Context: an optimization exercise on an open-source flow, tuned for small area and a short achievable clock period. The choices shown serve that exercise and are no tape-out recipe.
Only simulation tests tie the RTL to the original design; equivalence was not proved.
Power figures rest on the tool's default switching activity, not on a simulated workload.

File: flow/run.sh
#!/bin/bash
# synth_recipe.tcl (not shown) runs the flow's synth.tcl, then flattens the netlist and writes it again
# the make line also repeats each setting of config.mk as NAME=value (left out here)
make -C /OpenROAD-flow-scripts/flow DESIGN_CONFIG=/design/flow/config.mk WORK_HOME=/design/flow/orfs CLKGATE_MAP_FILE= SYNTH_SCRIPT=/design/flow/synth_recipe.tcl finish
File: flow/config.mk
export PLATFORM = sky130hd
export DESIGN_NAME = adc_capture_top
export DESIGN_NICKNAME = adc_capture_top
export VERILOG_FILES = /design/flow/design.v
export SDC_FILE = /design/flow/constraint.sdc
export NUM_CORES = 4
export LEC_CHECK = 0
export CAP_MARGIN = 20
export CORE_MARGIN = 2
export CORE_UTILIZATION = 40
export SLEW_MARGIN = 20
File: flow/constraint.sdc
create_clock -name core_clock -period 6.6 [get_ports {main_clk}]
set_input_delay 1.3200 -clock core_clock [delete_from_list [all_inputs] [get_ports {main_clk}]]
set_output_delay 1.3200 -clock core_clock [all_outputs]
set_load 0.01 [all_outputs]
File: flow/design.v
`timescale 1ns/1ps
module lane_reorder
(
	input  logic                                             main_clk,
	input  logic                                             arst_n_i,
	input  logic [4*4*8-1:0] raw_i,
	output logic [4*4*8-1:0] ordered_o
);
	localparam int SW = 8;
	localparam int CW = 4 * 8;   
	localparam int LW = 2 * 8;   
	logic [4*CW-1:0] ordered_d;   
	always_comb
	begin
		for (int c = 0; c < 4; c++)
			for (int m = 0; m < 2; m++)
			begin
				ordered_d[c*CW + (2*m)*SW   +: SW] = raw_i[c*CW +      m*SW +: SW];
				ordered_d[c*CW + (2*m+1)*SW +: SW] = raw_i[c*CW + LW + m*SW +: SW];
			end
	end
	always_ff @(posedge main_clk or negedge arst_n_i)
	begin
		if (!arst_n_i)
			ordered_o <= '0;
		else
			ordered_o <= ordered_d;   
	end
endmodule
`timescale 1ns/1ps
module sample_convert
(
	input  logic                                             main_clk,
	input  logic                                             arst_n_i,
	input  logic [4*4*8-1:0] ordered_i,
	output logic [4*4*8-1:0] signed_o
);
	localparam int SW = 8;
	logic [4*4*SW-1:0] signed_d;
	always_comb
	begin
		for (int i = 0; i < 4*4; i++)
			signed_d[i*SW +: SW] = ordered_i[i*SW +: SW] ^ {1'b1, {(SW-1){1'b0}}};
	end
	always_ff @(posedge main_clk or negedge arst_n_i)
	begin
		if (!arst_n_i)
			signed_o <= '0;
		else
			signed_o <= signed_d;
	end
endmodule
`timescale 1ns/1ps
module peak_detect
(
	input  logic                                             main_clk,
	input  logic                                             arst_n_i,
	input  logic [4*4*8-1:0] ordered_i,
	input  logic                                             restart_i,   
	output logic [4*2*8-1:0]         peak_o       
);
	localparam int SW = 8;
	localparam int CW = 4 * 8;
	logic [SW-1:0] word_max [4];   
	logic [SW-1:0] word_min [4];
	logic [SW-1:0] s;
	always_comb
	begin
		for (int c = 0; c < 4; c++)
		begin
			word_max[c] = ordered_i[c*CW +: SW];
			word_min[c] = ordered_i[c*CW +: SW];
			for (int k = 1; k < 4; k++)
			begin
				s = ordered_i[c*CW + k*SW +: SW];
				if (s > word_max[c])
					word_max[c] = s;
				if (s < word_min[c])
					word_min[c] = s;
			end
		end
	end
	always_ff @(posedge main_clk or negedge arst_n_i)
	begin
		if (!arst_n_i)
		begin
			for (int c = 0; c < 4; c++)
			begin
				peak_o[c*2*SW + SW +: SW] <= '0;
				peak_o[c*2*SW      +: SW] <= '1;   
			end
		end
		else if (restart_i)
		begin
			for (int c = 0; c < 4; c++)
			begin
				peak_o[c*2*SW + SW +: SW] <= word_max[c];
				peak_o[c*2*SW      +: SW] <= word_min[c];
			end
		end
		else
		begin
			for (int c = 0; c < 4; c++)
			begin
				if (word_max[c] > peak_o[c*2*SW + SW +: SW])
					peak_o[c*2*SW + SW +: SW] <= word_max[c];
				if (word_min[c] < peak_o[c*2*SW +: SW])
					peak_o[c*2*SW +: SW] <= word_min[c];
			end
		end
	end
endmodule
`timescale 1ns/1ps
module snap_buffer
(
	input  logic                                             main_clk,
	input  logic                                             arst_n_i,
	input  logic [4*4*8-1:0] word_i,    
	input  logic                                             start_i,   
	input  logic                                             clear_i,   
	input  logic [8-1:0]                          addr_i,
	output logic                                             ready_o,
	output logic [8-1:0]                         data_o
);
	localparam int SW         = 8;
	localparam int CW         = 4 * 8;
	localparam int WW         = 4 * CW;
	localparam int WR_CNT_W   = $clog2(16);
	localparam int CORE_SEL_W = $clog2(4);
	localparam int SMP_SEL_W  = $clog2(4);
	localparam logic [1:0] SNAP_IDLE    = 2'd0;
	localparam logic [1:0] SNAP_CAPTURE = 2'd1;   
	localparam logic [1:0] SNAP_DONE    = 2'd2;   
	logic [1:0]                 state;
	logic [WR_CNT_W-1:0]        wr_cnt;
	logic                       wr_en;
	logic                       last_wr;
	logic [WW-1:0]              mem [16];
	logic [WR_CNT_W-1:0]        rd_word;
	logic [CORE_SEL_W-1:0]      rd_core;
	logic [SMP_SEL_W-1:0]       rd_smp;
	logic [WW-1:0]              rd_line;
	assign wr_en   = (state == SNAP_CAPTURE) && !clear_i;
	assign last_wr = (wr_cnt == WR_CNT_W'(16-1));
	always_ff @(posedge main_clk or negedge arst_n_i)
	begin
		if (!arst_n_i)
		begin
			state   <= SNAP_IDLE;
			wr_cnt  <= '0;
			ready_o <= 1'b0;
		end
		else if (clear_i)
		begin
			state   <= SNAP_IDLE;
			wr_cnt  <= '0;
			ready_o <= 1'b0;
		end
		else
		begin
			case (state)
				SNAP_IDLE,
				SNAP_DONE:
				begin
					if (start_i)
					begin
						state   <= SNAP_CAPTURE;
						wr_cnt  <= '0;
						ready_o <= 1'b0;
					end
				end
				SNAP_CAPTURE:
				begin
					wr_cnt <= wr_cnt + 1'b1;
					if (last_wr)
					begin
						state   <= SNAP_DONE;
						ready_o <= 1'b1;   
					end
				end
				default:
					state <= SNAP_IDLE;
			endcase
		end
	end
	always_ff @(posedge main_clk)
	begin
		if (wr_en)
			mem[wr_cnt] <= word_i;
	end
	assign rd_smp  = addr_i[SMP_SEL_W-1:0];
	assign rd_core = addr_i[SMP_SEL_W +: CORE_SEL_W];
	assign rd_word = addr_i[SMP_SEL_W+CORE_SEL_W +: WR_CNT_W];
	assign rd_line = mem[rd_word];
	always_ff @(posedge main_clk or negedge arst_n_i)
	begin
		if (!arst_n_i)
			data_o <= '0;
		else
			data_o <= rd_line[rd_core*CW + rd_smp*SW +: SW];   
	end
endmodule
`timescale 1ns/1ps
module adc_capture_top
(
	input  logic                      main_clk,
	input  logic                      arst_n_i,
	input  logic [127:0]              adc_raw_i,
	input  logic                      peak_rst_i,     
	input  logic                      snap_start_i,
	input  logic                      snap_rst_i,
	input  logic [7:0]                snap_addr_i,
	output logic [127:0]              adc_data_o,     
	output logic [63:0]               adc_peak_o,     
	output logic                      snap_ready_o,
	output logic [7:0]                snap_data_o
);
	logic [127:0] ordered_word;
	lane_reorder u_lane_reorder
	(
		.main_clk  (main_clk),
		.arst_n_i  (arst_n_i),
		.raw_i     (adc_raw_i),
		.ordered_o (ordered_word)
	);
	sample_convert u_sample_convert
	(
		.main_clk  (main_clk),
		.arst_n_i  (arst_n_i),
		.ordered_i (ordered_word),
		.signed_o  (adc_data_o)
	);
	peak_detect u_peak_detect
	(
		.main_clk  (main_clk),
		.arst_n_i  (arst_n_i),
		.ordered_i (ordered_word),
		.restart_i (peak_rst_i),
		.peak_o    (adc_peak_o)
	);
	snap_buffer u_snap_buffer
	(
		.main_clk (main_clk),
		.arst_n_i (arst_n_i),
		.word_i   (adc_data_o),
		.start_i  (snap_start_i),
		.clear_i  (snap_rst_i),
		.addr_i   (snap_addr_i),
		.ready_o  (snap_ready_o),
		.data_o   (snap_data_o)
	);
endmodule
==> flow_summary.toml, run 1 <==
[outcome]
status = "timing/DRC/antenna clean"

[sta]
rsz0062_at_grt = "yes"
slew-limit-headroom = 0.258
finalSetupViolations = 0
fin_ws_ns = 0.221
hold_violations = 0
drv_slew = 0
clock_skew_ns = 0.0947
worst_pin_slew_ns = 1.11
period_share = 0.967
finalCriticalPeriod_ns = 6.38
fmax_ghz = 0.157
tns_ns = 0
hold_slack_ns = 0.421

[critical_path]
cp-start-kind = "flop"
cp.arrival_ns = 7.16
reg2regPathDepth = 27
cp_max_fo = 7
end_kind = "flop"
critPathKind = "flop to flop"
worst_ep_required_time_ns = 7.38
reg2reg_slack_ns = 0.22
startpoint = "u_lane_reorder.ordered_o[46]"
reg2reg_from = "u_lane_reorder.ordered_o[46]"
rr_endpoint = "u_peak_detect.peak_o[27]"

[synth]
ys_types = 66
synth_area_um2 = 94700
synth_cells = 4415
synth_flop_cell = "edfxtp_1"
syn_nets = 4764
synth_area_per_cell_um2 = 21.5
synthDominantCellAreaShare = 0.649
async_reset_ff_frac = 0.141
synth-seq-cells = 2383
synth_area_leader_cell = "edfxtp_1"
ys_seq_area_frac = 0.738
yosys_warnings = 6
synthTopCellsByArea = "edfxtp_1 65%, mux4_2 16%, dfrtp_1 8.0%, ha_1 2.7%, mux2_2 1.1%"
synth_edf_count = 2048

[die]
fp.dieH_um = 491
fp.dieW_um = 491
start_util = 0.402
io-pin-count = 342
core_area_um2 = 235000
num_rows = 178
dieArea_um2 = 241000

[power]
ir_worst_vdd_mv = 0.239
powerDensity_nw_per_um2 = 314
p_total_mw = 35.3
p_leak_nw = 38.2

[place]
io_buffers = 341
place_inst = 7951
dp_hpwl_um = 142000
pre_cts_ws_ns = -0.251
gp_congestion = 0.872
placed_area_um2 = 104000

[route]
wl_per_cell_um = 28.1
drtPass1Iterations = 7
vias = 46800
viasPerCell = 5.55
drc = 0
wirelength_um = 237000
drtIter0Drc = 4519
ant_nets = 0

[final_layout]
syn_to_final_growth_pct = 18.8
nFillCells = 19200
instances_no_fill = 8426
register_area_um2 = 69900
fin_nets = 5412
fin_util = 0.478
multi_input_area_um2 = 24100
layout-drive-gt1-share = 0.298
stdcell_area_um2 = 113000

[clocking]
htreeDepth = 4
clkTransAtPathRegs_ns = 0.07
cts_buffers = 236
clockRootBuffer = "clkbuf_16"
clock_sinks = 2383
clk_latency_ns = 0.89
cts_tree = "done"
clk_path_buf_depth = 3

[global_route]
grt_overflow = 0
gr-usage-all-layers = 0.195
grt_start_max_net_pins = 134
grt_first_pass_wirelength_um = 344000
grt_pass1_vias = 49000
antenna_found_initial = 8

[worst_hold_path]
hp-start = "u_lane_reorder.ordered_o[34]"
hold_depth = 0
hold_class = "flop to flop"
min_to = "u_sample_convert.signed_o[34]"

[flow_run]
max_cap_violations = 0
[worst max-delay path: stages, from the launching register on]
cell and delay, ns:
dfrtp_1 0.41, ha_4 0.28, nand4_1 0.18, o31a_1 0.35, nor2_4 0.26, buf_4 0.18, nand2_1 0.05, o21ai_1 0.14
ha_1 0.29, or2_2 0.30, maj3_1 0.40, o22ai_4 0.21, buf_4 0.16, mux2_2 0.36, ha_1 0.18, a21o_1 0.17
a21oi_1 0.14, o21ai_1 0.09, o21ai_2 0.12, buf_6 0.18, mux2i_1 0.37, ha_1 0.33, a21o_1 0.18, a21oi_1 0.13
o21ai_1 0.10, a21oi_2 0.20, buf_6 0.16, mux2_2 0.32
[registers in the layout, indices dropped and copies added (netlist names)]
register and flops:
u_lane_reorder.ordered_o 128, u_peak_detect.peak_o 64, u_sample_convert.signed_o 128, u_snap_buffer.data_o 8, u_snap_buffer.mem 2048, u_snap_buffer.ready_o 1
u_snap_buffer.state 2, u_snap_buffer.wr_cnt 4
[layout make-up]
type,instances,area share
Antenna cell,3,0.0000667
Multi-Input combinational cell,1675,0.214
Timing Repair Buffer,578,0.0521
Clock inverter,150,0.0153
Sequential cell,2383,0.621
Clock buffer,298,0.0560
Inverter,189,0.00637
Tap cell,3150,0.0350
[report_power, final]
group | total (mW) | leakage, nW | internal [mW] | switching [mW]
Combinational | 4.39 | 12.0 | 2.28 | 2.11
Clock | 13.7 | 3.90 | 7.83 | 5.85
Sequential | 17.3 | 22.3 | 16.8 | 0.491
Total | 35.3 | 38.2 | 26.9 | 8.45
[timing repair]
action | CTS | global route
hold buffers | 0 | 0
resized for setup | 10 | 151
endpoints found under the setup margin | 24 | 64
hold endpoints to repair | 0 | 0
buffers inserted | 0 | 23
pin swaps | 0 | 48
cloned | 0 | 2
[layout by cell type (no fill, tap or decap), drive strengths merged, types with 7 or more instances in the layout]
| cell type | count |
|---|---|
| edfxtp | 2048 |
| mux4 | 680 |
| clkdlybuf4s50 | 333 |
| dfrtp | 303 |
| clkbuf | 299 |
| buf | 244 |
| ha | 208 |
| inv | 195 |
| clkinv | 106 |
| mux2 | 91 |
| mux2i | 91 |
| a21oi | 87 |
| nor2 | 77 |
| o21ai | 74 |
| nand2 | 60 |
| a21o | 37 |
| dfstp | 32 |
| bufinv | 26 |
| nand3 | 24 |
| nor2b | 23 |
| nand4 | 21 |
| and2 | 20 |
| nand2b | 15 |
| o21a | 14 |
| a22oi | 14 |
| a31o | 13 |
| clkinvlp | 12 |
| a21boi | 11 |
| and3 | 10 |
| nor3 | 10 |
| o22ai | 9 |
| a211oi | 8 |
| o21bai | 8 |
| o211ai | 7 |
[kinds of logic after synthesis]
| group | count (synthesis) | synth area share |
|---|---|---|
| buffers and inverters | 359 | 0.0150 |
| xor gates and xnor gates | 6 | 0.000555 |
| and+or+nand+nor | 282 | 0.0149 |
| muxes | 862 | 0.182 |
| AOI/OAI and AO/OA | 312 | 0.0216 |
| adders and majority gates | 211 | 0.0278 |
| DFF | 2383 | 0.738 |
[synth_stat cells (all sizes together) (15+ instances only)]
cell	count
a21o	36
a21oi	87
and2	20
buf	77
clkbuf	93
dfrtp	303
dfstp	32
edfxtp	2048
ha	208
inv	189
mux2	91
mux2i	91
mux4	680
nand2	60
nand2b	15
nand3	24
nand4	21
nor2	77
nor2b	23
o21ai	74
[metal layers]
layer | routed length (um) | up-vias | GRT usage | part of all wire
met3 | 14000 | 295 | 0.0328 | 0.059
met5 | 27 | - | 0 | 0.00011
li1 | - | 19600 | - | -
met2 | 117000 | 1463 | 0.319 | 0.49
met4 | 4930 | 4 | 0.0458 | 0.021
met1 | 101000 | 25400 | 0.273 | 0.43
[worst max-delay path by stage]
| stage | endpoint | cells after the start | slack (ns) |
|---|---|---|---|
| 2_1_floorplan | u_peak_detect.peak_o[49] | 30 | 0.07 |
| 3_3_place_gp | u_peak_detect.peak_o[56] | 32 | -0.09 |
| 3_5_place_dp | u_peak_detect.peak_o[61] | 32 | -0.25 |
| 4_1_cts | u_peak_detect.peak_o[17] | 28 | 0.0006 |
| 5_1_grt | u_peak_detect.peak_o[27] | 32 | -0.1 |
| 6_report | u_peak_detect.peak_o[27] | 27 | 0.22 |
==> inputs of run 2 (changes only) <==
--- a/flow/design.v
+++ b/flow/design.v
@@ -127,69 +127,61 @@
 	localparam int WW         = 4 * CW;
+	localparam int DEPTH      = 16;
 	localparam int WR_CNT_W   = $clog2(16);
-	localparam int CORE_SEL_W = $clog2(4);
-	localparam int SMP_SEL_W  = $clog2(4);
-	localparam logic [1:0] SNAP_IDLE    = 2'd0;
-	localparam logic [1:0] SNAP_CAPTURE = 2'd1;   
-	localparam logic [1:0] SNAP_DONE    = 2'd2;   
-	logic [1:0]                 state;
-	logic [WR_CNT_W-1:0]        wr_cnt;
-	logic                       wr_en;
-	logic                       last_wr;
-	logic [WW-1:0]              mem [16];
+	localparam int LINE_SEL_W = $clog2(4 * 4);
+	logic                       capturing;
+	logic [WR_CNT_W-1:0]        cnt;       
+	logic [DEPTH*WW-1:0]        ring;      
+	always_ff @(posedge main_clk or negedge arst_n_i)
+	begin
+		if (!arst_n_i)
+		begin
+			capturing <= 1'b0;
+			cnt       <= '0;
+			ready_o   <= 1'b0;
+		end
+		else
+		begin
+			if (!capturing && start_i)
+				cnt <= '0;
+			else
+				cnt <= cnt + 1'b1;
+			if (clear_i)
+			begin
+				capturing <= 1'b0;
+				ready_o   <= 1'b0;
+			end
+			else if (!capturing)
+			begin
+				if (start_i)
+				begin
+					capturing <= 1'b1;
+					ready_o   <= 1'b0;
+				end
+			end
+			else if (cnt == WR_CNT_W'(DEPTH-1))
+			begin
+				capturing <= 1'b0;
+				ready_o   <= 1'b1;   
+			end
+		end
+	end
+	always_ff @(posedge main_clk)
+	begin
+		ring <= {ring[(DEPTH-1)*WW-1:0], ready_o ? ring[(DEPTH-1)*WW +: WW] : word_i};
+	end
 	logic [WR_CNT_W-1:0]        rd_word;
-	logic [CORE_SEL_W-1:0]      rd_core;
-	logic [SMP_SEL_W-1:0]       rd_smp;
+	logic [LINE_SEL_W-1:0]      rd_byte;
+	logic [DEPTH-1:0]           stage_sel;
 	logic [WW-1:0]              rd_line;
-	assign wr_en   = (state == SNAP_CAPTURE) && !clear_i;
-	assign last_wr = (wr_cnt == WR_CNT_W'(16-1));
-	always_ff @(posedge main_clk or negedge arst_n_i)
-	begin
-		if (!arst_n_i)
-		begin
-			state   <= SNAP_IDLE;
-			wr_cnt  <= '0;
-			ready_o <= 1'b0;
-		end
-		else if (clear_i)
-		begin
-			state   <= SNAP_IDLE;
-			wr_cnt  <= '0;
-			ready_o <= 1'b0;
-		end
-		else
-		begin
-			case (state)
-				SNAP_IDLE,
-				SNAP_DONE:
-				begin
-					if (start_i)
-					begin
-						state   <= SNAP_CAPTURE;
-						wr_cnt  <= '0;
-						ready_o <= 1'b0;
-					end
-				end
-				SNAP_CAPTURE:
-				begin
-					wr_cnt <= wr_cnt + 1'b1;
-					if (last_wr)
-					begin
-						state   <= SNAP_DONE;
-						ready_o <= 1'b1;   
-					end
-				end
-				default:
-					state <= SNAP_IDLE;
-			endcase
-		end
-	end
-	always_ff @(posedge main_clk)
-	begin
-		if (wr_en)
-			mem[wr_cnt] <= word_i;
-	end
-	assign rd_smp  = addr_i[SMP_SEL_W-1:0];
-	assign rd_core = addr_i[SMP_SEL_W +: CORE_SEL_W];
-	assign rd_word = addr_i[SMP_SEL_W+CORE_SEL_W +: WR_CNT_W];
-	assign rd_line = mem[rd_word];
+	assign rd_byte = addr_i[LINE_SEL_W-1:0];
+	assign rd_word = addr_i[LINE_SEL_W +: WR_CNT_W];
+	always_comb
+	begin
+		rd_line = '0;
+		for (int s = 0; s < DEPTH; s++)
+		begin
+			stage_sel[s] = (rd_word == WR_CNT_W'(cnt + WR_CNT_W'(DEPTH-1-s)));
+			rd_line = rd_line | (ring[s*WW +: WW] & {WW{stage_sel[s]}});
+		end
+	end
 	always_ff @(posedge main_clk or negedge arst_n_i)
@@ -199,3 +191,3 @@
 		else
-			data_o <= rd_line[rd_core*CW + rd_smp*SW +: SW];   
+			data_o <= rd_line[rd_byte*SW +: SW];   
 	end
==> run 2 against run 1 <==
Clock skew fell by 0.062 ns. Sequential power fell by 6%. Now fails the layout checks on setup timing. Cell count rose by 15%. Clock power is essentially flat. Sequential share of layout area down 9.9 points. First-iteration DRC count rose by 26%. Critical endpoint is now u_peak_detect.peak_o[60]. Highest routed layer unchanged. Synthesized cell count up 40%. Maximum frequency is 8.5% lower. Core utilization increased by 2.7 points. Register-to-register slack lost 0.59 ns.
==> flow_summary.toml, run 2 <==
[synth]
synthDominantCellAreaShare = 0.546
synth-compound-area-share = 0.138
synth_mux_area_frac = 0.0667
ys_types = 102
yosysMostFrequentCell = "dfxtp_1"
async_reset_ff_frac = 0.140
synth_fa_ha_area_frac = 0.0353
synth_xor_area_frac = 0.00627
synth_area_um2 = 75100
synth_flop_cell = "dfxtp_1"
synth_edf_count = 0
yosys_warnings = 6
synth-seq-cells = 2382
synth_common_cells = "2048 x dfxtp_1, 671 x nand2_1, 420 x a21oi_1, 302 x dfrtp_1, 253 x mux2i_1"
synth_top_family_by_area = "compound AO/OA/AOI/OAI gates"
synth_cells = 6172
syn_nets = 6525
synthSimpleGateAreaFrac = 0.0674
synthTopCellsByArea = "dfxtp_1 55%, dfrtp_1 10%, ha_1 3.5%, mux2i_1 3.4%, nand2_1 3.4%"
synth_area_per_cell_um2 = 12.2
ys_seq_area_frac = 0.658
synth_area_leader_cell = "dfxtp_1"

[global_route]
gr-usage-all-layers = 0.262
grt_start_max_net_pins = 113
grt_first_pass_wirelength_um = 372000
grt_overflow = 0
antenna_found_initial = 9
grt_pass1_vias = 54500

[critical_path]
worst_ep_required_time_ns = 7.34
critical_path.top_delay_family = "simple AND/OR/NAND/NOR gates"
worst-path-stages = 35
reg2reg_from = "u_lane_reorder.ordered_o[111]"
end_kind = "flop"
cp_max_fo = 8
cp_common_cell = "ha_4"
cp.arrival_ns = 7.71
reg2reg_slack_ns = -0.37
cpPeakStageDelay_ns = 0.42
cp-start-kind = "flop"
startpoint = "u_lane_reorder.ordered_o[111]"
reg2regPathDepth = 35
cp_slowest_cell = "dfrtp_1"
critPathCapture = "u_peak_detect.peak_o[60]"
crit_buf_inv = 5
critPathKind = "flop to flop"
rr_endpoint = "u_peak_detect.peak_o[60]"

[clocking]
clock_sinks = 2382
clk_latency_ns = 0.87
cts_tree = "done"
htreeDepth = 4
clk_path_buf_depth = 3
cts_hold_buf = 0
clkTransAtPathRegs_ns = 0.07
clockRootBuffer = "clkbuf_16"
cts_buffers = 228

[route]
wirelength_um = 258000
drtIter0Drc = 5691
drc = 0
vias = 53800
drtPass1Iterations = 9
ant_nets = 0
viasPerCell = 5.56
wl_per_cell_um = 26.7

[final_layout]
nFillCells = 16200
fin_util = 0.505
layout-drive-gt1-share = 0.203
largest_reg_flops = 2048
reg.largest.list = "u_snap_buffer.ring x2048, u_lane_reorder.ordered_o x128, u_sample_convert.signed_o x128"
final_cell_mix = "2048 x dfxtp_1, 665 x nand2_1, 490 x buf_4"
syn_to_final_growth_pct = 26.0
fin_nets = 7349
regMostFlops = "u_snap_buffer.ring"
final_common_cell = "dfxtp_1"

[sta]
hold_violations = 0
rsz0062_at_grt = "yes"
worst_pin_slew_ns = 1.17
finalSetupViolations = 31
fin_ws_ns = -0.371
clock_skew_ns = 0.0330
finalCriticalPeriod_ns = 6.97
slew-limit-headroom = 0.212
tns_ns = -6.00
fmax_ghz = 0.143
period_share = 1.06
drv_slew = 0

[outcome]
violatedChecks = "setup timing"
status = "finished with violations"

[place]
io_buffers = 341
dp_hpwl_um = 171000
gp_congestion = 0.923

[die]
num_rows = 159
io-pin-count = 342
fp.dieW_um = 437
fp.dieH_um = 437
core_area_um2 = 187000
start_util = 0.401
dieArea_um2 = 191000

[flow_run]
max_cap_violations = 0

[worst_hold_path]
hold_class = "flop to flop"

[power]
powerDensity_nw_per_um2 = 439
p_leak_nw = 39.8
ir_worst_vdd_mv = 0.300
run 2: cells by family after synthesis:
family	count (synthesis)
flops	2382
compound gates	1474
simple gates	1116
buf+inv	486
mux	470
fa+ha+maj	212
xor+xnor	32
run 2: power breakdown:
group	internal [mW]	switching (mW)	leakage, nW
Sequential	15.5	0.756	21.2
Clock	7.92	5.78	3.93
Combinational	4.71	6.91	14.7
run 2: through the flow:
step / hold slack [ns] / power [mW] / instance area [um2] / worst slack (ns) / cells
after floorplan: 0.323 / 22.0 / 75400 / -0.246 / 6172
after global placement: 0.329 / 27.2 / 84900 / -0.385 / 9191
after detailed placement: 0.334 / 27.3 / 84900 / -0.533 / 9192
after CTS: 0.322 / 41.1 / 93500 / -0.229 / 9648
after global routing: 0.328 / 43.0 / 94600 / -0.604 / 9687
final: 0.330 / 41.6 / 94600 / -0.371 / 9689
run 2: cell type report:
class | count | area [um2] | area share
Antenna cell | 3 | 7.51 | 0.0000793
Clock buffer | 326 | 6770 | 0.0715
Clock inverter | 99 | 1230 | 0.0130
Inverter | 183 | 688 | 0.00727
Multi-Input combinational cell | 3304 | 25200 | 0.266
Sequential cell | 2382 | 49400 | 0.522
Tap cell | 2495 | 3120 | 0.0330
Timing Repair Buffer | 897 | 8210 | 0.0868
run 2: worst min path at each step:
stage,from,end,slack [ns],depth (start not counted)
floorplan,u_snap_buffer.ring[897],u_snap_buffer.ring[1025],0.32,0
global placement,u_snap_buffer.ring[295],u_snap_buffer.ring[423],0.33,0
detailed placement,u_snap_buffer.ring[1654],u_snap_buffer.ring[1782],0.33,0
CTS,u_snap_buffer.ring[171],u_snap_buffer.ring[299],0.32,0
global route,u_snap_buffer.ring[811],u_snap_buffer.ring[939],0.33,0
finish,u_snap_buffer.ring[171],u_snap_buffer.ring[299],0.33,0
run 2: what timing repair did:
action	CTS	global route
setup endpoints to repair	63	64
pin swaps	57	76
cloned	0	1
setup buffers	31	37
gates resized for setup	70	179
run 2: routing by layer:
| metal | track usage | vias up | share of wire |
|---|---|---|---|
| li1 | - | 23900 | - |
| met1 | 0.362 | 27000 | 0.44 |
| met2 | 0.415 | 2437 | 0.46 |
| met3 | 0.0432 | 445 | 0.076 |
| met4 | 0.0910 | 2 | 0.032 |
| met5 | 0 | - | 0.000027 |
run 2: worst register-to-register path, delay by kind of cell, from the launching register on:
kind                       cells  cell delay, ns
adders and majority gates      4            0.92
DFF                            1            0.42
buffers and inverters          5            0.62
AOI/OAI and AO/OA              9            1.54
and+or+nand+nor               14            2.43
muxes                          3            0.91
==> inputs of run 3 (changes only) <==
--- a/flow/design.v
+++ b/flow/design.v
@@ -62,6 +62,6 @@
 	localparam int SW = 8;
-	localparam int CW = 4 * 8;
+	localparam int NS = 4;
+	localparam int CW = NS * SW;
 	logic [SW-1:0] word_max [4];   
 	logic [SW-1:0] word_min [4];
-	logic [SW-1:0] s;
 	always_comb
@@ -70,11 +70,32 @@
 		begin
-			word_max[c] = ordered_i[c*CW +: SW];
-			word_min[c] = ordered_i[c*CW +: SW];
-			for (int k = 1; k < 4; k++)
-			begin
-				s = ordered_i[c*CW + k*SW +: SW];
-				if (s > word_max[c])
-					word_max[c] = s;
-				if (s < word_min[c])
-					word_min[c] = s;
+			logic [NS-1:0] lt [NS];
+			logic [NS-1:0] max_sel;
+			logic [NS-1:0] min_sel;
+			for (int i = 0; i < NS; i++)
+				for (int j = 0; j < NS; j++)
+					lt[i][j] = (i < j) && (ordered_i[c*CW + i*SW +: SW] < ordered_i[c*CW + j*SW +: SW]);
+			for (int i = 0; i < NS; i++)
+			begin
+				max_sel[i] = 1'b1;
+				min_sel[i] = 1'b1;
+				for (int j = 0; j < NS; j++)
+				begin
+					if (j > i)
+					begin
+						max_sel[i] = max_sel[i] & !lt[i][j];
+						min_sel[i] = min_sel[i] &  lt[i][j];
+					end
+					else if (j < i)
+					begin
+						max_sel[i] = max_sel[i] &  lt[j][i];
+						min_sel[i] = min_sel[i] & !lt[j][i];
+					end
+				end
+			end
+			word_max[c] = '0;
+			word_min[c] = '0;
+			for (int i = 0; i < NS; i++)
+			begin
+				word_max[c] = word_max[c] | (ordered_i[c*CW + i*SW +: SW] & {SW{max_sel[i]}});
+				word_min[c] = word_min[c] | (ordered_i[c*CW + i*SW +: SW] & {SW{min_sel[i]}});
 			end
@@ -92,3 +113,3 @@
 		end
-		else if (restart_i)
+		else
 		begin
@@ -96,13 +117,5 @@
 			begin
-				peak_o[c*2*SW + SW +: SW] <= word_max[c];
-				peak_o[c*2*SW      +: SW] <= word_min[c];
-			end
-		end
-		else
-		begin
-			for (int c = 0; c < 4; c++)
-			begin
-				if (word_max[c] > peak_o[c*2*SW + SW +: SW])
+				if (restart_i || (word_max[c] > peak_o[c*2*SW + SW +: SW]))
 					peak_o[c*2*SW + SW +: SW] <= word_max[c];
-				if (word_min[c] < peak_o[c*2*SW +: SW])
+				if (restart_i || (word_min[c] < peak_o[c*2*SW +: SW]))
 					peak_o[c*2*SW +: SW] <= word_min[c];
==> run 3 against run 2 <==
The run now finishes clean. Clock-buffer cell count fell by 21. Combinational power down 25%. Synthesized area down 2.0%. Global-route usage is 0.33 points higher. Core utilization shrank 2.2 points. Critical path type unchanged. Largest cell class unchanged. Largest power group unchanged.
==> flow_summary.toml, run 3 <==
[critical_path]
cp-start-kind = "flop"
cp_common_cell = "a21oi_1"
rr_endpoint = "u_peak_detect.peak_o[53]"
end_kind = "flop"
cp_cell_sequence = "inv_1 > ha_1 > a21oi_1 > nor2b_1 > a2111oi_0 > o21ai_0 > o21a_1 > nor3_1 > a222oi_1 > nand2_1 > ha_1 > a21o_1 > a21o_1 > a21oi_1 > a21oi_1 > and3_1 > nand2_1 > nand2_1 > a21oi_1 > mux2_2"
cpPeakStageDelay_ns = 0.78
cp_slowest_cell = "nor3_1"
cp.arrival_ns = 6.03
cp_max_fo = 8
reg2reg_from = "u_lane_reorder.ordered_o[116]"
worst_ep_required_time_ns = 7.39
reg2reg_slack_ns = 1.36
reg2regPathDepth = 20
critPathKind = "flop to flop"

[sta]
slew-limit-headroom = 0.213
period_share = 0.794
rsz0062_at_grt = "no"
worst_pin_slew_ns = 1.18
finalCriticalPeriod_ns = 5.24
clock_skew_ns = 0.0594
drv_slew = 0
fin_ws_ns = 1.36
tns_ns = 0
fmax_ghz = 0.191
finalSetupViolations = 0
hold_violations = 0

[route]
drtIter0Drc = 5677
wirelength_um = 253000
viasPerCell = 5.64
vias = 50600
drc = 0
ant_nets = 0
wl_per_cell_um = 28.2
drtPass1Iterations = 8

[synth]
synth-seq-cells = 2382
yosys_warnings = 10
synth_area_per_cell_um2 = 12.5
synthDominantCellAreaShare = 0.557
syn_nets = 6264
async_reset_ff_frac = 0.140
ys_types = 78
synth_area_um2 = 73600
ys_seq_area_frac = 0.671
synth_area_leader_cell = "dfxtp_1"
yosysMostFrequentCell = "dfxtp_1"
synth_edf_count = 0
synth_common_cells = "2048 x dfxtp_1, 624 x nand2_1, 357 x a21oi_1, 302 x dfrtp_1, 256 x a22oi_1"
synthTopCellsByArea = "dfxtp_1 56%, dfrtp_1 10%, ha_1 4.0%, mux2i_1 3.2%, nand2_1 3.2%"
synth_flop_cell = "dfxtp_1"
synth_cells = 5887

[global_route]
grt_start_max_net_pins = 145
gr-usage-all-layers = 0.265
grt_overflow = 0
grt_first_pass_wirelength_um = 362000
antenna_found_initial = 27
grt_pass1_vias = 51000

[power]
ir_worst_vdd_mv = 0.263
comb_power_share = 0.227
p_sw_mw = 12.0
p_leak_nw = 36.7
p_total_mw = 38.2
p_int_mw = 26.2
power_switching_share = 0.314
p_clk_frac = 0.345
seqPwrFrac = 0.428
powerDensity_nw_per_um2 = 432

[clocking]
htreeDepth = 4
clockRootBuffer = "clkbuf_16"
clock_sinks = 2382
clk_path_buf_depth = 3
cts_resized = 0
clk_latency_ns = 0.88
cts_buffers = 217
cts_hold_buf = 0
clkTransAtPathRegs_ns = 0.06
post_cts_buffers = 0
cts_tree = "done"

[flow_run]
max_cap_violations = 0

[place]
pre_cts_ws_ns = 0.611
gp_congestion = 0.905
dp_hpwl_um = 170000
io_buffers = 341
place_inst = 8568

[worst_hold_path]
hold_class = "flop to flop"
min_to = "u_snap_buffer.ring[1994]"
hold_depth = 0
hp-start = "u_snap_buffer.ring[1866]"

[final_layout]
largest_reg_flops = 2048
syn_to_final_growth_pct = 20.2
reg.largest.list = "u_snap_buffer.ring x2048, u_lane_reorder.ordered_o x128, u_sample_convert.signed_o x128"
regMostFlops = "u_snap_buffer.ring"
fin_nets = 6700
final_common_cell = "dfxtp_1"
final_cell_mix = "2048 x dfxtp_1, 624 x nand2_1, 357 x a21oi_1"
layout-drive-gt1-share = 0.122
instances_no_fill = 8985

[die]
num_rows = 157
fp.dieH_um = 433
fp.dieW_um = 433
io-pin-count = 342
start_util = 0.402
dieArea_um2 = 187000
core_area_um2 = 183000

[outcome]
status = "timing/DRC/antenna clean"
-- run 3: layout make-up --
cell class,instances,area [um2]
Fill cell,16100,94500
Inverter,167,627
Multi-Input combinational cell,3055,22500
Antenna cell,8,20.0
Tap cell,2464,3080
Clock inverter,104,1410
Sequential cell,2382,49400
Clock buffer,305,6240
Timing Repair Buffer,500,5170
-- run 3: cells by family (layout without fill, tap and decap cells) --
group | after synthesis | count (layout) | synth area share
AO/OA/AOI/OAI | 1376 | 1376 | 0.135
other | 0 | 8 | 0
multiplexers | 420 | 420 | 0.0603
flip-flops | 2382 | 2382 | 0.671
AND/OR/NAND/NOR | 991 | 991 | 0.0612
adder cells (fa/ha/maj) | 236 | 236 | 0.0401
XOR/XNOR | 32 | 32 | 0.00604
buffers and inverters | 450 | 1076 | 0.0264
-- run 3: worst max-delay path by stage --
| stage | start | end | slack, ns |
|---|---|---|---|
| floorplan | u_lane_reorder.ordered_o[57] | u_peak_detect.peak_o[25] | 2.39 |
| CTS | u_lane_reorder.ordered_o[57] | u_peak_detect.peak_o[31] | 1.41 |
| finish | u_lane_reorder.ordered_o[116] | u_peak_detect.peak_o[53] | 1.36 |
| global placement | snap_addr_i[7] | u_snap_buffer.data_o[4] | 0.61 |
| detailed placement | snap_addr_i[7] | u_snap_buffer.data_o[4] | 0.61 |
| global route | u_lane_reorder.ordered_o[116] | u_peak_detect.peak_o[52] | 0.89 |
-- run 3: critical path: cells and delay by family, from the launching register on --
family	cells	cell delay, ns
AO/OA/AOI/OAI	10	2.07
buffers and inverters	1	0.12
AND/OR/NAND/NOR	6	1.41
flip-flops	1	0.56
adder cells (fa/ha/maj)	2	0.57
multiplexers	1	0.41
-- run 3: power by group through the flow --
stage	registers, mW	clock network (mW)	logic (mW)
2_1_floorplan	16.3	0	4.71
5_1_grt	16.4	13.9	9.18
3_5_place_dp	16.6	0	8.56
6_report	16.4	13.2	8.70
4_1_cts	16.3	13.3	8.61
3_3_place_gp	16.6	0	8.52
-- run 3: metal layers --
| layer | wire length [um] | GRT usage |
|---|---|---|
| met1 | 107000 | 0.353 |
| met2 | 114000 | 0.417 |
| met3 | 20900 | 0.0556 |
| met4 | 11100 | 0.114 |
| met5 | 125 | 0 |
-- run 3: through the flow --
step | utilization | cell area (um2) | hold slack [ns]
2_1_floorplan | - | 73600 | 0.323
3_3_place_gp | 0.441 | 80700 | 0.331
3_5_place_dp | 0.442 | 80700 | 0.334
4_1_cts | 0.483 | 88400 | 0.324
5_1_grt | 0.483 | 88400 | 0.323
6_report | 0.483 | 88400 | 0.312
==> inputs of run 4 (changes only) <==
--- a/flow/design.v
+++ b/flow/design.v
@@ -6,2 +6,3 @@
 	input  logic [4*4*8-1:0] raw_i,
+	output logic [4*4*8-1:0] ordered_d,   
 	output logic [4*4*8-1:0] ordered_o
@@ -11,3 +12,2 @@
 	localparam int LW = 2 * 8;   
-	logic [4*CW-1:0] ordered_d;   
 	always_comb
@@ -57,3 +57,4 @@
 	input  logic                                             arst_n_i,
-	input  logic [4*4*8-1:0] ordered_i,
+	input  logic [4*4*8-1:0] ordered_d,   
+	input  logic [4*4*8-1:0] ordered_i,   
 	input  logic                                             restart_i,   
@@ -64,14 +65,35 @@
 	localparam int CW = NS * SW;
-	logic [SW-1:0] word_max [4];   
-	logic [SW-1:0] word_min [4];
-	always_comb
-	begin
-		for (int c = 0; c < 4; c++)
-		begin
-			logic [NS-1:0] lt [NS];
+	localparam int NC = 4;
+	logic [NS-1:0] lt_d [NC][NS];
+	logic [NS-1:0] lt_q [NC][NS];
+	always_comb
+	begin
+		for (int c = 0; c < NC; c++)
+			for (int i = 0; i < NS; i++)
+				for (int j = 0; j < NS; j++)
+					lt_d[c][i][j] = (i < j) && (ordered_d[c*CW + i*SW +: SW] < ordered_d[c*CW + j*SW +: SW]);
+	end
+	always_ff @(posedge main_clk or negedge arst_n_i)
+	begin
+		if (!arst_n_i)
+		begin
+			for (int c = 0; c < NC; c++)
+				for (int i = 0; i < NS; i++)
+					lt_q[c][i] <= '0;
+		end
+		else
+		begin
+			for (int c = 0; c < NC; c++)
+				for (int i = 0; i < NS; i++)
+					lt_q[c][i] <= lt_d[c][i];
+		end
+	end
+	logic [SW-1:0] word_max [NC];   
+	logic [SW-1:0] word_min [NC];
+	always_comb
+	begin
+		for (int c = 0; c < NC; c++)
+		begin
 			logic [NS-1:0] max_sel;
 			logic [NS-1:0] min_sel;
-			for (int i = 0; i < NS; i++)
-				for (int j = 0; j < NS; j++)
-					lt[i][j] = (i < j) && (ordered_i[c*CW + i*SW +: SW] < ordered_i[c*CW + j*SW +: SW]);
 			for (int i = 0; i < NS; i++)
@@ -84,4 +106,4 @@
 					begin
-						max_sel[i] = max_sel[i] & !lt[i][j];
-						min_sel[i] = min_sel[i] &  lt[i][j];
+						max_sel[i] = max_sel[i] & !lt_q[c][i][j];
+						min_sel[i] = min_sel[i] &  lt_q[c][i][j];
 					end
@@ -89,4 +111,4 @@
 					begin
-						max_sel[i] = max_sel[i] &  lt[j][i];
-						min_sel[i] = min_sel[i] & !lt[j][i];
+						max_sel[i] = max_sel[i] &  lt_q[c][j][i];
+						min_sel[i] = min_sel[i] & !lt_q[c][j][i];
 					end
@@ -107,3 +129,3 @@
 		begin
-			for (int c = 0; c < 4; c++)
+			for (int c = 0; c < NC; c++)
 			begin
@@ -115,3 +137,3 @@
 		begin
-			for (int c = 0; c < 4; c++)
+			for (int c = 0; c < NC; c++)
 			begin
@@ -223,2 +245,3 @@
 	logic [127:0] ordered_word;
+	logic [127:0] ordered_next;   
 	lane_reorder u_lane_reorder
@@ -228,2 +251,3 @@
 		.raw_i     (adc_raw_i),
+		.ordered_d (ordered_next),
 		.ordered_o (ordered_word)
@@ -241,2 +265,3 @@
 		.arst_n_i  (arst_n_i),
+		.ordered_d (ordered_next),
 		.ordered_i (ordered_word),
--- a/flow/config.mk
+++ b/flow/config.mk
@@ -7,2 +7,3 @@
 export LEC_CHECK = 0
+export ABC_CLOCK_PERIOD_IN_PS = 3000
 export CAP_MARGIN = 20
@@ -10,2 +11,3 @@
 export CORE_UTILIZATION = 40
+export SETUP_SLACK_MARGIN = 3.3
 export SLEW_MARGIN = 20
==> run 4 against run 3 <==
Synthesized area grew 1.4%. Critical path depth fell by 8. Clock skew shrank 0.023 ns. Clock-buffer cell count grew 12. Sequential power about the same. Maximum frequency up 44%. Design area rose by 5.5%.
==> flow_summary.toml, run 4 <==
[synth]
synth_flop_cell = "dfxtp_1"
yosys_warnings = 8
synth_area_leader_cell = "dfxtp_1"
synthTopCellsByArea = "dfxtp_1 55%, dfrtp_1 11%, ha_1 4.0%, mux2_2 3.4%, mux2i_1 2.8%"
synth_area_um2 = 74600
synth_common_cells = "2048 x dfxtp_1, 507 x nand2_1, 326 x dfrtp_1, 301 x a21oi_1, 236 x ha_1"
synth_edf_count = 0
synth_cells = 5868
synth_area_per_cell_um2 = 12.7
synth-seq-cells = 2406
ys_types = 85
synthDominantCellAreaShare = 0.550
async_reset_ff_frac = 0.149
yosysMostFrequentCell = "dfxtp_1"
ys_seq_area_frac = 0.670
syn_nets = 6245

[critical_path]
critical_path.top_delay_family = "compound AO/OA/AOI/OAI gates"
rr_endpoint = "u_snap_buffer.data_o[1]"
reg2reg_from = "u_snap_buffer.cnt[2]"
worst_ep_required_time_ns = 7.33
end_kind = "flop"
crit_buf_inv = 4
cp-start-kind = "input port"
reg2regPathDepth = 12
critPathKind = "input port to flop"
cp_common_cell = "buf_16"
cp_slowest_cell = "xor3_4"
cp_max_fo = 9
reg2reg_slack_ns = 2.96
cpPeakStageDelay_ns = 0.51
cp_cell_sequence = "buf_16 > buf_8 > xor3_4 > buf_12 > buf_16 > mux2_2 > a32o_1 > a221oi_2 > nand3_1 > a41oi_2 > nand4_1 > o211a_1"
cp.arrival_ns = 4.37
startpoint = "snap_addr_i[7]"

[global_route]
gr-usage-all-layers = 0.275
grt_overflow = 0
grt_pass1_vias = 52500
busiest_layer = "met2"
grt_first_pass_wirelength_um = 381000
grt_use_met2 = 0.417
antenna_found_initial = 20
met3_usage = 0.0592
met1_usage = 0.379
grt_start_max_net_pins = 125

[route]
wl_per_cell_um = 29.4
drtIter0Drc = 6327
viasPerCell = 5.74
drc = 0
drtPass1Iterations = 7
wirelength_um = 270000
ant_nets = 0
vias = 52800

[flow_run]
max_cap_violations = 0

[sta]
tns_ns = 0
clock_skew_ns = 0.0359
drv_slew = 0
finalSetupViolations = 0
hold_violations = 0
period_share = 0.552
fmax_ghz = 0.274
rsz0062_at_grt = "yes"
slew-limit-headroom = 0.336
finalCriticalPeriod_ns = 3.65
worst_pin_slew_ns = 0.990

[die]
dieArea_um2 = 190000
start_util = 0.402
core_area_um2 = 185000
num_rows = 158
fp.dieW_um = 436
io-pin-count = 342
fp.dieH_um = 436

[final_layout]
reg.largest.list = "u_snap_buffer.ring x2048, u_lane_reorder.ordered_o x128, u_sample_convert.signed_o x128"
regMostFlops = "u_snap_buffer.ring"
final_cell_mix = "2048 x dfxtp_1, 504 x nand2_1, 294 x a21oi_1"
multi_input_area_um2 = 23900
final_common_cell = "dfxtp_1"
nFillCells = 15900
register_area_um2 = 50100
largest_reg_flops = 2048
syn_to_final_growth_pct = 25.0
stdcell_area_um2 = 93300
fin_nets = 6912
layout-drive-gt1-share = 0.189

[outcome]
status = "timing/DRC/antenna clean"

[clocking]
cts_tree = "done"
clock_sinks = 2406
clockRootBuffer = "clkbuf_16"
clkTransAtPathRegs_ns = 0.06
clk_path_buf_depth = 3
cts_hold_buf = 0
htreeDepth = 4
cts_buffers = 216
clk_latency_ns = 0.86

[worst_hold_path]
hold_class = "flop to flop"
hp-start = "u_snap_buffer.ring[1178]"
hold_depth = 0
min_to = "u_snap_buffer.ring[1306]"

[power]
p_leak_nw = 39.9
ir_worst_vdd_mv = 0.257
powerDensity_nw_per_um2 = 441

[place]
gp_congestion = 0.880
io_buffers = 341
dp_hpwl_um = 165000
placed_area_um2 = 82000
run 4: changes by cell type in the layout (fill, tap and decap cells not counted), moves of 59 or more:
cell     before  now
o21ai_0      81   22
buf_4       114  257
dfrtp_2       0   75
a21o_1       43  161
a21oi_1     357  294
and3_1       31   99
nand2_1     624  504
run 4: worst max path at each step:
stage | to | slack, ns | cells past startpoint
2_1_floorplan | u_snap_buffer.data_o[3] | 3.03 | 12
3_3_place_gp | u_snap_buffer.data_o[5] | 0.55 | 10
3_5_place_dp | u_snap_buffer.data_o[5] | 0.50 | 11
4_1_cts | u_snap_buffer.data_o[5] | 3.09 | 12
5_1_grt | u_snap_buffer.data_o[5] | 2.91 | 14
6_report | u_snap_buffer.data_o[1] | 2.95 | 12
run 4: layer usage:
layer  up-vias  wire length (um)  part of all wire
li1      22700                 -                 -
met1     26700            114000              0.42
met2      2901            118000              0.44
met3       544             26600             0.098
met4         4             11600             0.043
met5         -                26          0.000096
run 4: where the power goes:
part / switching (mW) / total (mW) / internal (mW)
clock: 5.65 / 12.9 / 7.24
combinational: 7.09 / 11.9 / 4.83
sequential: 0.743 / 16.3 / 15.6
total: 13.5 / 41.1 / 27.7
run 4: cell type report:
cell class | count | share of cell area
Clock inverter | 88 | 0.0100
Inverter | 177 | 0.00720
Antenna cell | 8 | 0.000215
Sequential cell | 2406 | 0.537
Tap cell | 2480 | 0.0333
Clock buffer | 317 | 0.0687
Multi-Input combinational cell | 2989 | 0.256
Timing Repair Buffer | 745 | 0.0875
run 4: through the flow:
| stage | total power, mW | instances | hold slack, ns | utilization | setup WS, ns |
|---|---|---|---|---|---|
| 4_1_cts | 40.4 | 9157 | 0.327 | 0.498 | 3.09 |
| 6_report | 41.1 | 9210 | 0.326 | 0.503 | 2.95 |
| 3_5_place_dp | 25.9 | 8570 | 0.328 | 0.442 | 0.500 |
| 3_3_place_gp | 25.9 | 8570 | 0.325 | 0.442 | 0.552 |
| 5_1_grt | 42.2 | 9205 | 0.339 | 0.503 | 2.91 |
| 2_1_floorplan | 21.3 | 5868 | 0.323 | - | 3.03 |
run 4: logic make-up after synthesis:
family / after synthesis / share of synthesized area
DFF: 2406 / 0.670
muxes: 433 / 0.0620
AOI/OAI and AO/OA: 1360 / 0.136
buffers and inverters: 475 / 0.0274
xor gates and xnor gates: 32 / 0.00661
and+or+nand+nor: 926 / 0.0579
adders and majority gates: 236 / 0.0396
run 4: worst reg2reg max path: cells and delay by family (launching register included):
kind	cells	cell delay, ns
multiplexers	1	0.33
AO/OA/AOI/OAI	4	1.05
buffers and inverters	3	0.40
AND/OR/NAND/NOR	2	0.58
adder cells (fa/ha/maj)	1	0.18
flip-flops	1	0.49
XOR/XNOR	1	0.52
run 4: repair_timing:
| item | in CTS | in global routing |
|---|---|---|
| buffers inserted | 161 | 42 |
| gates resized for setup | 335 | 123 |
| pin swaps | 84 | 56 |
| cloned | 21 | 3 |
| endpoints found under the setup margin | 148 | 41 |
==> inputs of run 5 (changes only) <==
--- a/flow/design.v
+++ b/flow/design.v
@@ -68,2 +68,25 @@
 	logic [NS-1:0] lt_q [NC][NS];
+	logic [NS-1:0] lt_pair [NC][NS];
+	for (genvar c = 0; c < NC; c++)
+	begin : g_core
+		for (genvar i = 0; i < NS; i++)
+		begin : g_i
+			for (genvar j = 0; j < NS; j++)
+			begin : g_j
+				if (i < j)
+				begin : g_cmp
+					peak_lt u_lt
+					(
+						.a_i  (ordered_d[c*CW + i*SW +: SW]),
+						.b_i  (ordered_d[c*CW + j*SW +: SW]),
+						.lt_o (lt_pair[c][i][j])
+					);
+				end
+				else
+				begin : g_none
+					assign lt_pair[c][i][j] = 1'b0;
+				end
+			end
+		end
+	end
 	always_comb
@@ -73,3 +96,3 @@
 				for (int j = 0; j < NS; j++)
-					lt_d[c][i][j] = (i < j) && (ordered_d[c*CW + i*SW +: SW] < ordered_d[c*CW + j*SW +: SW]);
+					lt_d[c][i][j] = (i < j) && lt_pair[c][i][j];
 	end
@@ -125,2 +148,9 @@
 	end
+	logic [NC-1:0] max_up;   
+	logic [NC-1:0] min_dn;   
+	for (genvar c = 0; c < NC; c++)
+	begin : g_run
+		peak_lt u_max (.a_i(peak_o[c*2*SW + SW +: SW]), .b_i(word_max[c]), .lt_o(max_up[c]));
+		peak_lt u_min (.a_i(word_min[c]), .b_i(peak_o[c*2*SW +: SW]), .lt_o(min_dn[c]));
+	end
 	always_ff @(posedge main_clk or negedge arst_n_i)
@@ -139,5 +169,5 @@
 			begin
-				if (restart_i || (word_max[c] > peak_o[c*2*SW + SW +: SW]))
+				if (restart_i || max_up[c])
 					peak_o[c*2*SW + SW +: SW] <= word_max[c];
-				if (restart_i || (word_min[c] < peak_o[c*2*SW +: SW]))
+				if (restart_i || min_dn[c])
 					peak_o[c*2*SW +: SW] <= word_min[c];
@@ -147,2 +177,26 @@
 endmodule
+module peak_lt
+(
+	input  logic [8-1:0] a_i,
+	input  logic [8-1:0] b_i,
+	output logic                     lt_o
+);
+	logic [7:0] below;       
+	logic [7:0] not_above;   
+	logic [3:0] l1, k1;
+	logic [1:0] l2, k2;
+	assign below     = ~a_i & b_i;
+	assign not_above = ~(a_i & ~b_i);
+	for (genvar j = 0; j < 4; j++)
+	begin : g_l1
+		assign l1[j] = below[2*j+1] | (not_above[2*j+1] & below[2*j]);
+		assign k1[j] = not_above[2*j+1] & not_above[2*j];
+	end
+	for (genvar j = 0; j < 2; j++)
+	begin : g_l2
+		assign l2[j] = l1[2*j+1] | (k1[2*j+1] & l1[2*j]);
+		assign k2[j] = k1[2*j+1] & k1[2*j];
+	end
+	assign lt_o = l2[1] | (k2[1] & l2[0]);
+endmodule
 `timescale 1ns/1ps
@@ -168,2 +222,4 @@
 	logic [DEPTH*WW-1:0]        ring;      
+	logic [WR_CNT_W-1:0]        cnt_d;
+	assign cnt_d = (!capturing && start_i) ? '0 : WR_CNT_W'(cnt + 1'b1);
 	always_ff @(posedge main_clk or negedge arst_n_i)
@@ -178,6 +234,3 @@
 		begin
-			if (!capturing && start_i)
-				cnt <= '0;
-			else
-				cnt <= cnt + 1'b1;
+			cnt <= cnt_d;
 			if (clear_i)
@@ -206,2 +259,33 @@
 	end
+	localparam int NBYTE = WW / SW;   
+	logic [DEPTH-1:0]           cnt_sum [WR_CNT_W];   
+	logic [WR_CNT_W-1:0]        stage_entry [DEPTH];
+	always_ff @(posedge main_clk or negedge arst_n_i)
+	begin
+		if (!arst_n_i)
+		begin
+			for (int i = 0; i < WR_CNT_W; i++)
+				cnt_sum[i] <= '0;
+		end
+		else
+		begin
+			for (int i = 0; i < WR_CNT_W; i++)
+				for (int c = 0; c < (1 << i); c++)
+				begin
+					logic [WR_CNT_W-1:0] sum;
+					sum = WR_CNT_W'(cnt_d + WR_CNT_W'(c));
+					cnt_sum[i][c] <= sum[i];
+				end
+		end
+	end
+	always_comb
+	begin
+		for (int s = 0; s < DEPTH; s++)
+			for (int i = 0; i < WR_CNT_W; i++)
+			begin
+				logic [WR_CNT_W-1:0] c;
+				c = WR_CNT_W'(DEPTH-1-s);
+				stage_entry[s][i] = cnt_sum[i][c % (1 << i)] ^ c[i];
+			end
+	end
 	logic [WR_CNT_W-1:0]        rd_word;
@@ -209,3 +293,4 @@
 	logic [DEPTH-1:0]           stage_sel;
-	logic [WW-1:0]              rd_line;
+	logic [NBYTE-1:0]           byte_sel;
+	logic [SW-1:0]              rd_data;
 	assign rd_byte = addr_i[LINE_SEL_W-1:0];
@@ -214,8 +299,22 @@
 	begin
-		rd_line = '0;
-		for (int s = 0; s < DEPTH; s++)
-		begin
-			stage_sel[s] = (rd_word == WR_CNT_W'(cnt + WR_CNT_W'(DEPTH-1-s)));
-			rd_line = rd_line | (ring[s*WW +: WW] & {WW{stage_sel[s]}});
+		for (int b = 0; b < NBYTE; b++)
+			byte_sel[b] = (rd_byte == LINE_SEL_W'(b));
+	end
+	for (genvar s = 0; s < DEPTH; s++)
+	begin : g_stage
+		snap_nib_eq u_eq (.a_i(rd_word), .b_i(stage_entry[s]), .eq_o(stage_sel[s]));
+	end
+	for (genvar k = 0; k < SW; k++)
+	begin : g_bit
+		logic [2*NBYTE-1:0] part;   
+		for (genvar b = 0; b < NBYTE; b++)
+		begin : g_lane
+			logic [DEPTH-1:0] lane_bits;
+			for (genvar st = 0; st < DEPTH; st++)
+			begin : g_st
+				assign lane_bits[st] = ring[st*WW + b*SW + k];
+			end
+			snap_stage_or u_stage (.d_i(lane_bits), .sel_i(stage_sel), .part_o(part[2*b +: 2]));
 		end
+		snap_byte_or u_byte (.part_i(part), .sel_i(byte_sel), .y_o(rd_data[k]));
 	end
@@ -226,4 +325,35 @@
 		else
-			data_o <= rd_line[rd_byte*SW +: SW];   
+			data_o <= rd_data;   
+	end
+endmodule
+module snap_stage_or
+(
+	input  logic [15:0] d_i,
+	input  logic [15:0] sel_i,
+	output logic [1:0]  part_o
+);
+	assign part_o[0] = |(d_i[7:0]  & sel_i[7:0]);
+	assign part_o[1] = |(d_i[15:8] & sel_i[15:8]);
+endmodule
+module snap_byte_or
+(
+	input  logic [31:0] part_i,
+	input  logic [15:0] sel_i,
+	output logic        y_o
+);
+	logic [15:0] hit;
+	always_comb
+	begin
+		for (int b = 0; b < 16; b++)
+			hit[b] = sel_i[b] & (part_i[2*b] | part_i[2*b+1]);
 	end
+	assign y_o = |hit;
+endmodule
+module snap_nib_eq
+(
+	input  logic [3:0] a_i,
+	input  logic [3:0] b_i,
+	output logic       eq_o
+);
+	assign eq_o = (a_i == b_i);
 endmodule
--- a/flow/config.mk
+++ b/flow/config.mk
@@ -7,3 +7,2 @@
 export LEC_CHECK = 0
-export ABC_CLOCK_PERIOD_IN_PS = 3000
 export CAP_MARGIN = 20
@@ -11,3 +10,6 @@
 export CORE_UTILIZATION = 40
-export SETUP_SLACK_MARGIN = 3.3
+export CTS_CLUSTER_DIAMETER = 70
+export CTS_CLUSTER_SIZE = 24
+export SETUP_SLACK_MARGIN = 3.8
 export SLEW_MARGIN = 20
+export SYNTH_HIERARCHICAL = 1
==> run 5 against run 4 <==
Still clean on timing, DRC and antenna. Sequential power about the same. Sequential share of layout area increased by 4.7 points. Flip-flop and latch count increased by 11. Clock skew increased by 0.0069 ns. Clock power decreased by 36%. Cell count decreased by 7.8%. Highest routed layer unchanged.
==> flow_summary.toml, run 5 <==
[final_layout]
stdcell_area_um2 = 86300
largest_reg_flops = 2048
final_common_cell = "dfxtp_1"
syn_to_final_growth_pct = 21.2
multi_input_area_um2 = 20300
layout-drive-gt1-share = 0.240
reg.largest.list = "u_snap_buffer.ring x2048, u_lane_reorder.ordered_o x128, u_sample_convert.signed_o x128"
nFillCells = 15400
final_cell_mix = "2048 x dfxtp_1, 1047 x a22oi_1, 289 x nand4_1, 289 x buf_4, 252 x inv_1"
regMostFlops = "u_snap_buffer.ring"
register_area_um2 = 50400
fin_nets = 6228

[global_route]
grt_overflow = 0
grt_first_pass_wirelength_um = 341000
gr-usage-all-layers = 0.257
grt_start_max_net_pins = 133
antenna_found_initial = 17
grt_pass1_vias = 48300

[place]
placed_area_um2 = 77700
io_buffers = 341
gp_congestion = 0.851
dp_hpwl_um = 149000

[power]
powerDensity_nw_per_um2 = 371
p_leak_nw = 33.9
ir_worst_vdd_mv = 0.233

[critical_path]
reg2reg_from = "u_snap_buffer.cnt[0]"
critPathKind = "input port to flop"
cp_cell_sequence = "buf_16 > xor2_1 > nor4_4 > buf_12 > buf_16 > a22oi_1 > nand4_1 > o21ai_4 > nand4_1 > or4_4"
worst-path-stages = 10
rr_endpoint = "u_snap_buffer.data_o[3]"
cp-start-kind = "input port"
cp_slowest_cell = "or4_4"
cpPeakStageDelay_ns = 0.55
reg2regPathDepth = 11
end_kind = "flop"
cp.arrival_ns = 3.86
reg2reg_slack_ns = 3.42
crit_buf_inv = 3
cp_max_fo = 28
critical_path.top_delay_family = "simple AND/OR/NAND/NOR gates"
startpoint = "snap_addr_i[5]"
worst_ep_required_time_ns = 7.27

[sta]
fmax_ghz = 0.313
rsz0062_at_grt = "yes"
period_share = 0.484
worst_pin_slew_ns = 1.10
slew-limit-headroom = 0.264
clock_skew_ns = 0.0428
finalCriticalPeriod_ns = 3.20
tns_ns = 0
finalSetupViolations = 0
drv_slew = 0
hold_violations = 0

[synth]
synthDominantCellAreaShare = 0.576
synth_area_per_cell_um2 = 13.2
yosysMostFrequentCell = "dfxtp_1"
synth_edf_count = 0
synth_area_um2 = 71200
async_reset_ff_frac = 0.153
ys_types = 48
synth_flop_cell = "dfxtp_1"
synth_area_leader_cell = "dfxtp_1"
synth_common_cells = "2048 x dfxtp_1, 1088 x a22oi_1, 337 x dfrtp_1, 289 x nand4_1, 255 x inv_1"
synth-seq-cells = 2417
synth_cells = 5381
syn_nets = 5523
synthTopCellsByArea = "dfxtp_1 58%, dfrtp_1 12%, a22oi_1 11%, nand4_1 2.5%, mux2_2 2.1%"
yosys_warnings = 25
ys_seq_area_frac = 0.706

[worst_hold_path]
min_to = "u_snap_buffer.ring[568]"
hold_depth = 0
hold_class = "flop to flop"
hp-start = "u_snap_buffer.ring[440]"

[die]
fp.dieW_um = 426
fp.dieH_um = 426
dieArea_um2 = 181000
num_rows = 154
io-pin-count = 342
start_util = 0.403
core_area_um2 = 176000

[route]
ant_nets = 0
wirelength_um = 241000
vias = 48500
drc = 0
drtIter0Drc = 4964
viasPerCell = 5.71
wl_per_cell_um = 28.4
drtPass1Iterations = 8

[clocking]
clockRootBuffer = "clkbuf_16"
clkTransAtPathRegs_ns = 0.09
htreeDepth = 3
clock_sinks = 2417
clk_path_buf_depth = 3
cts_buffers = 120
cts_tree = "done"
cts_hold_buf = 0
clk_latency_ns = 0.79

[flow_run]
max_cap_violations = 0

[outcome]
status = "timing/DRC/antenna clean"
==> run 5: stage by stage <==
stage	util	setup WS [ns]	cells	hold slack, ns	power, mW
2_1_floorplan	-	1.20	5381	0.331	19.8
3_3_place_gp	0.440	1.22	7986	0.332	22.3
3_5_place_dp	0.440	1.23	7986	0.335	22.4
4_1_cts	0.484	3.54	8437	0.332	31.7
5_1_grt	0.489	3.38	8492	0.340	33.1
6_report	0.489	3.40	8495	0.336	32.0
==> run 5: repair_timing <==
item / in CTS / in global routing
setup endpoints to repair: 326 / 108
pin swaps: 101 / 91
setup buffers: 227 / 46
resized for setup: 1305 / 115
cloned: 41 / 3
==> run 5: final cells by class <==
cell class | count | area share
sequential | 2417 | 0.584
clock inverter | 30 | 0.00452
inverter | 255 | 0.0112
timing repair buffer | 751 | 0.0937
antenna | 8 | 0.000232
multi-input combinational | 2541 | 0.235
tap | 2340 | 0.0339
clock buffer | 153 | 0.0369
==> run 5: report_power, final <==
part / switching (mW) / total, mW / internal, mW
sequential: 0.809 / 16.5 / 15.7
combinational: 4.14 / 7.18 / 3.04
clock: 4.78 / 8.32 / 3.54
total: 9.73 / 32.0 / 22.3
==> run 5: cells by family after synthesis <==
family | count (synthesis) | share of synthesized area
AO/OA/AOI/OAI | 1480 | 0.158
XOR/XNOR | 73 | 0.00909
adder cells (fa/ha/maj) | 97 | 0.0154
buffers and inverters | 431 | 0.0305
flip-flops | 2417 | 0.706
multiplexers | 130 | 0.0206
AND/OR/NAND/NOR | 753 | 0.0604
==> run 5: routing by layer <==
layer  GRT usage  routed length, um  share of wire
met4       0.102               9750          0.040
met1       0.346             102000           0.42
met2       0.410             112000           0.46
met5           0                 55        0.00023
met3      0.0450              17400          0.072
==> run 5: how the worst max path moves through the flow <==
stage	end	slack, ns
finish	u_snap_buffer.data_o[3]	3.40
global placement	u_snap_buffer.data_o[3]	1.22
global route	u_snap_buffer.data_o[4]	3.38
detailed placement	u_snap_buffer.data_o[3]	1.23
floorplan	u_snap_buffer.data_o[0]	1.20
CTS	u_snap_buffer.data_o[3]	3.54
==> run 5: modules after synthesis, one instance, submodules excluded, a selection <==
| module | times used | flops+latches | cells |
|---|---|---|---|
| snap_buffer | 1 | 2073 | 2301 |
| peak_detect | 1 | 88 | 544 |
| lane_reorder | 1 | 128 | 256 |
| sample_convert | 1 | 128 | 144 |
| peak_lt | 32 | 0 | 19 |
| snap_byte_or | 8 | 0 | 21 |
| snap_stage_or | 128 | 0 | 10 |
| snap_nib_eq | 16 | 0 | 5 |
==> inputs of run 6 (changes only) <==
--- a/flow/config.mk
+++ b/flow/config.mk
@@ -10,4 +10,2 @@
 export CORE_UTILIZATION = 40
-export CTS_CLUSTER_DIAMETER = 70
-export CTS_CLUSTER_SIZE = 24
 export SETUP_SLACK_MARGIN = 3.8
==> run 6 against run 5 <==
Largest cell class unchanged. Clock power up 57%. Synthesized cell count unchanged. Sequential share of layout area down 2.2 points. Largest power group unchanged. Power up 15%.
==> flow_summary.toml, run 6 <==
[critical_path]
cp_max_fo = 7
worst_ep_required_time_ns = 7.39
cp-start-kind = "input port"
cp.arrival_ns = 3.94
end_kind = "flop"
critPathKind = "input port to flop"

[synth]
synth_area_leader_cell = "dfxtp_1"
ys_seq_area_frac = 0.706
syn_nets = 5523
synth_flop_cell = "dfxtp_1"
yosys_warnings = 25
synthSimpleGateAreaFrac = 0.0604
synth-seq-cells = 2417
synthTopCellsByArea = "dfxtp_1 58%, dfrtp_1 12%, a22oi_1 11%, nand4_1 2.5%, mux2_2 2.1%"
async_reset_ff_frac = 0.153
synth_mux_area_frac = 0.0206
synth_top_family_by_area = "compound AO/OA/AOI/OAI gates"
synth_common_cells = "2048 x dfxtp_1, 1088 x a22oi_1, 337 x dfrtp_1, 289 x nand4_1, 255 x inv_1"

[place]
place_inst = 7986
io_buffers = 341
pre_cts_ws_ns = 1.23
dp_hpwl_um = 149000
gp_congestion = 0.851
placed_area_um2 = 77700

[global_route]
gr-usage-all-layers = 0.259
grt_start_max_net_pins = 133
grt_overflow = 0
grt_pass1_vias = 48800
antenna_found_initial = 15
grt_first_pass_wirelength_um = 343000

[clocking]
cts_tree = "done"
cts_buffers = 220
clk_latency_ns = 0.86
htreeDepth = 4
clock_sinks = 2417
clockRootBuffer = "clkbuf_16"
cts_hold_buf = 0
clkTransAtPathRegs_ns = 0.07

[final_layout]
reg.largest.list = "u_snap_buffer.ring x2048, u_lane_reorder.ordered_o x128, u_sample_convert.signed_o x128"
final_common_cell = "dfxtp_1"
fin_nets = 6274
layout-drive-gt1-share = 0.256
nFillCells = 15100
syn_to_final_growth_pct = 25.9
stdcell_area_um2 = 89600

[power]
p_total_mw = 36.7
powerDensity_nw_per_um2 = 410

[sta]
tns_ns = 0
period_share = 0.478
hold_slack_ns = 0.324
hold_violations = 0
slew-limit-headroom = 0.274
rsz0062_at_grt = "yes"
fin_ws_ns = 3.45
finalSetupViolations = 0
fmax_ghz = 0.317

[route]
drtPass1Iterations = 6
wirelength_um = 244000
wl_per_cell_um = 28.1
drc = 0
viasPerCell = 5.65
vias = 49000

[die]
fp.dieW_um = 426
fp.dieH_um = 426
num_rows = 154
io-pin-count = 342
start_util = 0.403
core_area_um2 = 176000
dieArea_um2 = 181000

[worst_hold_path]
hold_class = "flop to flop"

[outcome]
status = "timing/DRC/antenna clean"
run 6: changes by cell type in the layout (fill, tap and decap cells not counted), moves of 9 or more:
cell,before,now
buf_6,90,139
clkinv_2,2,37
buf_4,289,252
bufinv_16,1,15
nor2_1,74,83
clkbuf_8,4,41
nor2_2,24,13
buf_2,83,73
clkdlybuf4s15_2,20,0
clkbuf_16,123,234
a22oi_2,41,24
clkbuf_1,28,55
a22oi_1,1047,1064
clkdlybuf4s15_1,27,0
run 6: per-layer routing:
| layer | up-vias | wire, um | track usage |
|---|---|---|---|
| li1 | 21500 | - | - |
| met1 | 25000 | 103000 | 0.347 |
| met2 | 2198 | 113000 | 0.410 |
| met3 | 384 | 18800 | 0.0511 |
| met4 | 8 | 9430 | 0.103 |
| met5 | - | 52 | 0 |
run 6: modules after synthesis, one instance, submodules excluded, excerpt:
module / cells inside / flops+latches
snap_nib_eq: 5 / 0
snap_byte_or: 21 / 0
snap_buffer: 2301 / 2073
sample_convert: 144 / 128
peak_lt: 19 / 0
peak_detect: 544 / 88
snap_stage_or: 10 / 0
lane_reorder: 256 / 128
run 6: worst paths after layout:
| check | start | end | slack [ns] | cells past startpoint |
|---|---|---|---|---|
| min in group asynchronous | arst_n_i | u_lane_reorder.ordered_o[8] | 0.43 | 1 |
| max | snap_addr_i[1] | u_snap_buffer.data_o[1] | 3.45 | 7 |
| max in group asynchronous | arst_n_i | u_sample_convert.signed_o[22] | 4.71 | 2 |
| min reg2reg | u_snap_buffer.ring[1092] | u_snap_buffer.ring[1220] | 0.32 | 0 |
| max reg2reg | u_snap_buffer.cnt[0] | u_snap_buffer.data_o[4] | 3.47 | 11 |
| min | u_snap_buffer.ring[1092] | u_snap_buffer.ring[1220] | 0.32 | 0 |
run 6: where the power goes:
group / internal (mW) / leakage, nW / total, mW / switching, mW
registers: 15.7 / 21.5 / 16.6 / 0.827
logic: 2.94 / 10.4 / 7.04 / 4.10
clock network: 7.45 / 3.72 / 13.1 / 5.67
run 6: worst max-delay path: stages:
cell and delay [ns]:
clkdlybuf4s50_1 0.68, nand2_1 0.21, nor2_1 0.87, buf_4 0.33
o21ai_1 0.10, nand4_1 0.24, or4_1 0.18
run 6: kinds of logic (layout without fill, tap and decap cells):
family,count (synthesis),after routing
xor+xnor,73,73
flops,2417,2417
compound gates,1480,1480
other cells,0,10
buf+inv,431,1364
simple gates,753,761
mux,130,130
fa+ha+maj,97,97
run 6: layout make-up:
type	count	area (um2)	area share
diodes	10	25.0	0.000279
clock buffers	324	6480	0.0723
clock inverters	88	1080	0.0121
inverters	255	963	0.0107
multi-input cells	2541	20100	0.224
flip-flops and latches	2417	50400	0.563
well taps	2340	2930	0.0327
repair buffers	697	7610	0.0849
run 6: what timing repair did:
item / CTS / global route
pin swaps: 73 / 69
gates cloned: 37 / 8
endpoints found under the hold margin: 0 / 0
endpoints found under the setup margin: 326 / 160
resized for setup: 1374 / 128
setup buffers: 194 / 25
